Background: an optimization exercise with open tools, aiming at small area, a short achievable clock period and few clock cycles per item. Do not read the settings as production practice. At most, simulation tests tie the RTL to the original design; equivalence was not proved. Power is estimated from default activity; no workload was simulated.

// tx_zc_phase_gen
module tx_zc_phase_gen #(
    parameter int NZC_W  = tx_zc_pkg::ZC_NZC_W_DEF,
    parameter int OUT_W  = tx_zc_pkg::ZC_OUT_W_DEF,
    parameter int INV_W  = tx_zc_pkg::ZC_INV_W_DEF,
    parameter int PH_W   = NZC_W + 5
) (
    input  logic             sys_clk,
    input  logic             rst,
    input  logic             start,
    input  logic             abort,
    input  logic [NZC_W-1:0] zc_N_zc,
    input  logic [NZC_W-1:0] zc_len,
    input  logic [NZC_W-1:0] zc_start_index,
    input  logic [PH_W-1:0]  zc_Q,
    input  logic [PH_W-1:0]  zc_P,
    input  logic [INV_W-1:0] zc_inv_T,
    input  logic             theta_ready,
    output logic             theta_valid,
    output logic [OUT_W-1:0] theta_data,
    output logic             theta_last,
    output logic             busy,
    output logic             cfg_err
);
==> flow/config.mk <==
export PLATFORM = sky130hd
export DESIGN_NAME = tx_zc_phase_gen
export DESIGN_NICKNAME = tx_zc_phase_gen
export VERILOG_FILES = /design/flow/design.v
export SDC_FILE = /design/flow/constraint.sdc
export NUM_CORES = 4
export LEC_CHECK = 0
export CAP_MARGIN = 5
export CORE_MARGIN = 2
export CORE_UTILIZATION = 40
export CTS_BUF_LIST = sky130_fd_sc_hd__clkbuf_8
export CTS_CLUSTER_DIAMETER = 60
export CTS_CLUSTER_SIZE = 20
export SETUP_SLACK_MARGIN = 4.7
export SLEW_MARGIN = 5
export TNS_END_PERCENT = 10
==> flow/constraint.sdc <==
create_clock -name core_clock -period 8.0 [get_ports {sys_clk}]
set_input_delay 1.6000 -clock core_clock [delete_from_list [all_inputs] [get_ports {sys_clk}]]
set_output_delay 1.6000 -clock core_clock [all_outputs]
set_load 0.01 [all_outputs]
standard.sh (not shown) runs the stock make flow with config.mk's settings and CLKGATE_MAP_FILE= SYNTH_SCRIPT=/design/flow/synth_recipe.tcl, a recipe that flattens the netlist after the stock synthesis.
==> flow/flow/run.sh <==
#!/bin/bash
# The standard layout, with the ports buffered by buf_1 cells instead of the
# default choice of buffer cell.
set -euo pipefail
export BUFFER_PORTS_ARGS="-buffer_cell sky130_fd_sc_hd__buf_1"
bash standard.sh > standard.log 2>&1
Next try:
--- a/flow/design.v
+++ b/flow/design.v
@@ -817,19 +817,19 @@
     logic        w_wrap_nxt, w_e0_nxt;
     logic [16:0] w_ea;
     logic [18:0] w_eq, w_tx, w_ed, w_s3, w_c3, w_edt;
     logic [16:0] w_e_nxt;
     logic [1:0]  w_p3;
     logic [4:0]  w_pm;
     logic [3:0]  w_zl_s;
     logic [4:0]  w_z_nxt, w_zth5;
     logic [16:0] w_zth;
-    logic [17:0] w_mul_b;
+    logic [17:0] r_mul_b;        
     logic [11:0] w_sat;
     logic [16:0] w_prod;
     logic        w_th_ld;
     logic [16:0] w_th_d;
     assign w_qc_a   = {3'b000, zc_N_zc};
     assign w_qc_b   = ~{1'b0, zc_N_zc, 2'b00};
     assign w_qc_s   = w_qc_a ^ w_qc_b ^ {1'b0, zc_Q[16:3]};
     assign w_qc_c   = {(w_qc_a[13:0] & w_qc_b[13:0]) | ((w_qc_a[13:0] | w_qc_b[13:0]) & zc_Q[16:3]), 1'b1};
     assign w_qc_r   = w_qc_s + w_qc_c;
@@ -897,20 +897,22 @@
                      (r_z[4:3] == 2'd1 && r_z[2]) ? {2'b10, r_z[2:0]} : {1'b0, r_z[3], r_z[2:0]};
     assign w_zth   = {{12{w_zth5[4]}}, w_zth5};
     always_comb begin
         if (r_ph_q2)      w_th_d = '0;
         else if (r_ph_w3) w_th_d = w_prod;
         else if (r_wrap)  w_th_d = w_zth;
         else              w_th_d = w_th_nxt;
     end
     assign w_th_ld = r_ph_q2 || (w_adv && (r_ph_run || r_ph_w3));
-    assign w_mul_b = r_ph_w2 ? {r_nzc, 6'b000000} : r_inv;
-    tx_zc_mul u_mul (.clk(sys_clk), .i_en(w_adv), .i_th(r_th), .i_inv(w_mul_b),
+    always_ff @(posedge sys_clk) begin
+        r_mul_b <= ((r_ph_w1 && w_adv) || (r_ph_w2 && !w_adv)) ? {r_nzc, 6'b000000} : r_inv;
+    end
+    tx_zc_mul u_mul (.clk(sys_clk), .i_en(w_adv), .i_th(r_th), .i_inv(r_mul_b),
                      .o_y(w_sat), .o_p(w_prod));
     assign w_e0_nxt   = !rst && !abort && r_busy && r_ph_q2;
     assign w_wrap_nxt = r_ph_q2 ? 1'b0 : (w_step ? (!r_wrap && r_mc == 12'd2) : r_wrap);
     always_ff @(posedge sys_clk) begin
         if (rst || abort) begin
             r_busy      <= 1'b0;
             r_idle      <= 1'b1;
             r_ph_q2     <= 1'b0;
             r_ph_e0     <= 1'b0;
Outcome: Routed wire length climbs by 4.8%; hold slack improves by 0.0036 ns; register-to-register slack improves by 0.32 ns; maximum frequency grows by 8.7%; first-iteration DRC count fell by 5.1%; worst setup slack gets better by 0.31 ns; non-clock buffer count climbs by 68; die area went up by 2.0%.
Testbench counts after the change, summed over its fixed seeds: cycles 47,060, items 46,621.
Only the layout flow was run in the first run of this note; the RTL was not checked for function there.


tx_zc_phase_gen, a different RTL version from the one above (not shown whole).
Size: roughly 2800 cells after synthesis, ~110 I/O pins, ~27000 um^2 of cells after synthesis.
clock: 8.0 ns
lec_check: 0
cap_margin: 20
core_margin: 2
core_utilization: 40
cts_buf_list: sky130_fd_sc_hd__clkbuf_8
cts_cluster_diameter: 60
cts_cluster_size: 20
setup_slack_margin: 4.0
slew_margin: 20
Scripts as last shown in full above: flow/flow/run.sh
The starting point produced a clean layout.
Testbench counts at the start, summed over its fixed seeds: cycles 47,060, items 46,621.
Then changed:
--- a/flow/design.v
+++ b/flow/design.v
@@ -957,43 +957,41 @@
             end
         end
     end
     always_ff @(posedge sys_clk) begin
         if (r_idle) begin
             r_nzc  <= zc_N_zc;
             r_q    <= zc_Q;
             r_p    <= zc_P;
             r_inv  <= zc_inv_T;
             r_rem  <= zc_len;
             r_skip <= zc_start_index;
         end else begin
-            if (r_ph_q2) begin
-                r_q  <= w_q2;
-                r_t3 <= w_3n;
-            end
+            if (r_ph_q2) r_q <= w_q2;
             if (w_step) begin
                 r_rem <= r_rem - 12'd1;
                 if (r_skip != '0) r_skip <= r_skip - 12'd1;
             end
         end
     end
     always_ff @(posedge sys_clk) begin
         if (w_th_ld) begin
             r_th <= w_th_d;
         end
+        r_t3   <= w_3n;
+        r_pm   <= w_pm;
         r_wrap <= w_wrap_nxt;
         r_usep <= w_e0_nxt || w_wrap_nxt;
         if (r_ph_q2) begin
             r_mc   <= r_nzc;
-            r_pm   <= w_pm;
             r_z    <= w_pm;
         end
         if (r_ph_e0) begin
             r_e <= w_e_nxt;
         end
         if (w_step) begin
             r_e <= w_e_nxt;
             if (r_wrap) begin
                 r_z    <= w_z_nxt;
                 r_mc   <= r_nzc;
             end else begin
                 r_mc   <= r_mc - 12'd1;
Clock-buffer cell count goes down by 3. Area after synthesis drops by 1.2%. First-iteration DRC count increases by about 27%. Fmax shrinks by 0.74%. Global-route usage hardly moves.
For the second run of this note, only the layout was checked, not whether the RTL still works.


== lane 1 ==
tx_zc_phase_gen again, from the RTL that the note above started with.
// tx_zc_phase_gen
module tx_zc_phase_gen #(
    parameter int NZC_W  = tx_zc_pkg::ZC_NZC_W_DEF,
    parameter int OUT_W  = tx_zc_pkg::ZC_OUT_W_DEF,
    parameter int INV_W  = tx_zc_pkg::ZC_INV_W_DEF,
    parameter int PH_W   = NZC_W + 5
) (
    input  logic             sys_clk,
    input  logic             rst,
    input  logic             start,
    input  logic             abort,
    input  logic [NZC_W-1:0] zc_N_zc,
    input  logic [NZC_W-1:0] zc_len,
    input  logic [NZC_W-1:0] zc_start_index,
    input  logic [PH_W-1:0]  zc_Q,
    input  logic [PH_W-1:0]  zc_P,
    input  logic [INV_W-1:0] zc_inv_T,
    input  logic             theta_ready,
    output logic             theta_valid,
    output logic [OUT_W-1:0] theta_data,
    output logic             theta_last,
    output logic             busy,
    output logic             cfg_err
);
==> flow/config.mk <==
export PLATFORM = sky130hd
export DESIGN_NAME = tx_zc_phase_gen
export DESIGN_NICKNAME = tx_zc_phase_gen
export VERILOG_FILES = /design/flow/design.v
export SDC_FILE = /design/flow/constraint.sdc
export NUM_CORES = 4
export LEC_CHECK = 0
export CAP_MARGIN = 20
export CORE_MARGIN = 2
export CORE_UTILIZATION = 40
export CTS_BUF_LIST = sky130_fd_sc_hd__clkbuf_8
export CTS_CLUSTER_DIAMETER = 60
export CTS_CLUSTER_SIZE = 20
export SETUP_SLACK_MARGIN = 4.0
export SLEW_MARGIN = 20
==> flow/constraint.sdc <==
create_clock -name core_clock -period 8.0 [get_ports {sys_clk}]
set_input_delay 1.6000 -clock core_clock [delete_from_list [all_inputs] [get_ports {sys_clk}]]
set_output_delay 1.6000 -clock core_clock [all_outputs]
set_load 0.01 [all_outputs]
==> flow/flow/run.sh <==
#!/bin/bash
# The standard layout, with the ports buffered by buf_2 cells instead of the
# default choice of buffer cell.
set -euo pipefail
export BUFFER_PORTS_ARGS="-buffer_cell sky130_fd_sc_hd__buf_2"
bash standard.sh > standard.log 2>&1
Testbench counts of lane 1, summed over its fixed seeds: cycles 47,060, items 46,621.
diff inputs: lane 1 => lane 2
--- a/flow/design.v
+++ b/flow/design.v
@@ -797,21 +797,20 @@
     logic [16:0] r_p;            
     logic [17:0] r_inv;          
     logic [11:0] r_rem;          
     logic [11:0] r_skip;         
     logic [11:0]        r_mc;    
     logic               r_wrap;  
     logic               r_usep;  
     logic signed [16:0] r_th;    
     logic [16:0]        r_e;     
     logic [4:0]         r_z;     
-    logic [4:0]         r_pm;    
     logic [13:0] w_3n;
     logic [14:0] w_qc_a, w_qc_b, w_qc_s, w_qc_c, w_qc_r;
     logic [14:0] w_pc_s, w_pc_c, w_pc_r;
     logic [15:0] w_q2_a, w_q2_b, w_q2_s, w_q2_c, w_q2x;
     logic        w_cfg_ok, w_accept, w_adv, w_step, w_done, w_last_step;
     logic [16:0] w_t, w_half;
     logic [16:0] w_q2;
     logic [18:0] w_tha, w_thb, w_tnx, w_hnx, w_ths, w_s1, w_c1, w_ths_m, w_s2, w_c2, w_thc;
     logic [16:0] w_th_nxt;
     logic        w_wrap_nxt, w_e0_nxt;
@@ -884,22 +883,22 @@
         red3 = {g[1] & ~g[0], g[0] & ~g[1]};
     endfunction
     always_comb begin
         logic [1:0] r0, r1, r2, r3, r4, r5, r6;
         r0 = red3(r_p[4:3]);   r1 = red3(r_p[6:5]);   r2 = red3(r_p[8:7]);
         r3 = red3(r_p[10:9]);  r4 = red3(r_p[12:11]); r5 = red3(r_p[14:13]);
         r6 = red3(r_p[16:15]);
         w_p3 = add3(add3(add3(r0, r1), add3(r2, r3)), add3(add3(r4, r5), r6));
     end
     assign w_pm = {w_p3, r_p[2:0]};
-    assign w_zl_s  = {1'b0, r_z[2:0]} + {1'b0, r_pm[2:0]};
-    assign w_z_nxt = {add3(add3(r_z[4:3], r_pm[4:3]), {1'b0, w_zl_s[3]}), w_zl_s[2:0]};
+    assign w_zl_s  = {1'b0, r_z[2:0]} + {1'b0, w_pm[2:0]};
+    assign w_z_nxt = {add3(add3(r_z[4:3], w_pm[4:3]), {1'b0, w_zl_s[3]}), w_zl_s[2:0]};
     assign w_zth5  = (r_z[4:3] == 2'd2) ? {2'b11, r_z[2:0]} :
                      (r_z[4:3] == 2'd1 && r_z[2]) ? {2'b10, r_z[2:0]} : {1'b0, r_z[3], r_z[2:0]};
     assign w_zth   = {{12{w_zth5[4]}}, w_zth5};
     always_comb begin
         if (r_ph_q2)      w_th_d = '0;
         else if (r_ph_w3) w_th_d = w_prod;
         else if (r_wrap)  w_th_d = w_zth;
         else              w_th_d = w_th_nxt;
     end
     assign w_th_ld = r_ph_q2 || (w_adv && (r_ph_run || r_ph_w3));
@@ -977,21 +976,20 @@
         end
     end
     always_ff @(posedge sys_clk) begin
         if (w_th_ld) begin
             r_th <= w_th_d;
         end
         r_wrap <= w_wrap_nxt;
         r_usep <= w_e0_nxt || w_wrap_nxt;
         if (r_ph_q2) begin
             r_mc   <= r_nzc;
-            r_pm   <= w_pm;
             r_z    <= w_pm;
         end
         if (r_ph_e0) begin
             r_e <= w_e_nxt;
         end
         if (w_step) begin
             r_e <= w_e_nxt;
             if (r_wrap) begin
                 r_z    <= w_z_nxt;
                 r_mc   <= r_nzc;
Findings:
Lane 2 has fraction of power spent switching nets above what lane 1 had. Setup slack: lane 2 less than lane 1. Time the worst path needs with I/O delays and setup in lane 2 is 0.020 ns above lane 1. On lane 2: maximum resistive drop on vdd is about 2% higher than what lane 1 gave. Lane 1 → lane 2: met1 capacity usage during global routing up 0.94 points, wire length saw an increase, worst hold slack went down.
Only the layout flow was run in lane 2; the RTL was not checked for function there.

[separate check: timing with driven ports]
The flow's constraints put no driver on any port. The routed layouts listed below were extracted and timed again, unchanged, in two steps. Step 1 sets driving cells, clkbuf_16 on the clock port and buf_2 on the other inputs (assumed; they add their load-dependent delay and slew). Step 2 moves the port delays by t, midway between the first and last clock arrival at a register: inputs arrive t later, outputs are due t later. That takes back most of the time a late clock gives input paths. a / b / c = ideal ports / drivers / drivers and shift; a / b = the first two.
| run | t, ns | slack for setup (ns) | hold WS [ns] | slew at the worst register clock pin (ns) | cell pins on the clock port's net |
|---|---|---|---|---|---|
| the first run of note 1 | 0.670 | 4.111 / 4.111 / 3.883 | 0.442 / 0.442 / 0.442 | 0.11 / 0.11 | 1 |
| the second run of note 1 | 0.681 | 4.421 / 4.419 / 3.737 | 0.445 / 0.445 / 0.445 | 0.10 / 0.10 | 1 |
| the first run of note 2 | 0.684 | 4.097 / 4.097 / 3.584 | 0.465 / 0.465 / 0.465 | 0.12 / 0.12 | 1 |
| the second run of note 2 | 0.740 | 4.068 / 4.068 / 3.482 | 0.448 / 0.448 / 0.448 | 0.11 / 0.11 | 1 |
| lane 1 | 0.671 | 4.074 / 4.074 / 3.489 | 0.450 / 0.450 / 0.450 | 0.09 / 0.09 | 1 |
| lane 2 | 0.705 | 4.053 / 4.053 / 3.593 | 0.446 / 0.446 / 0.446 | 0.12 / 0.12 | 1 |
After both steps setup and hold are still met in every run listed. The setup slack of the second run of note 1, which loses most, moves by -0.002 ns with the drivers and by -0.684 ns with both steps.
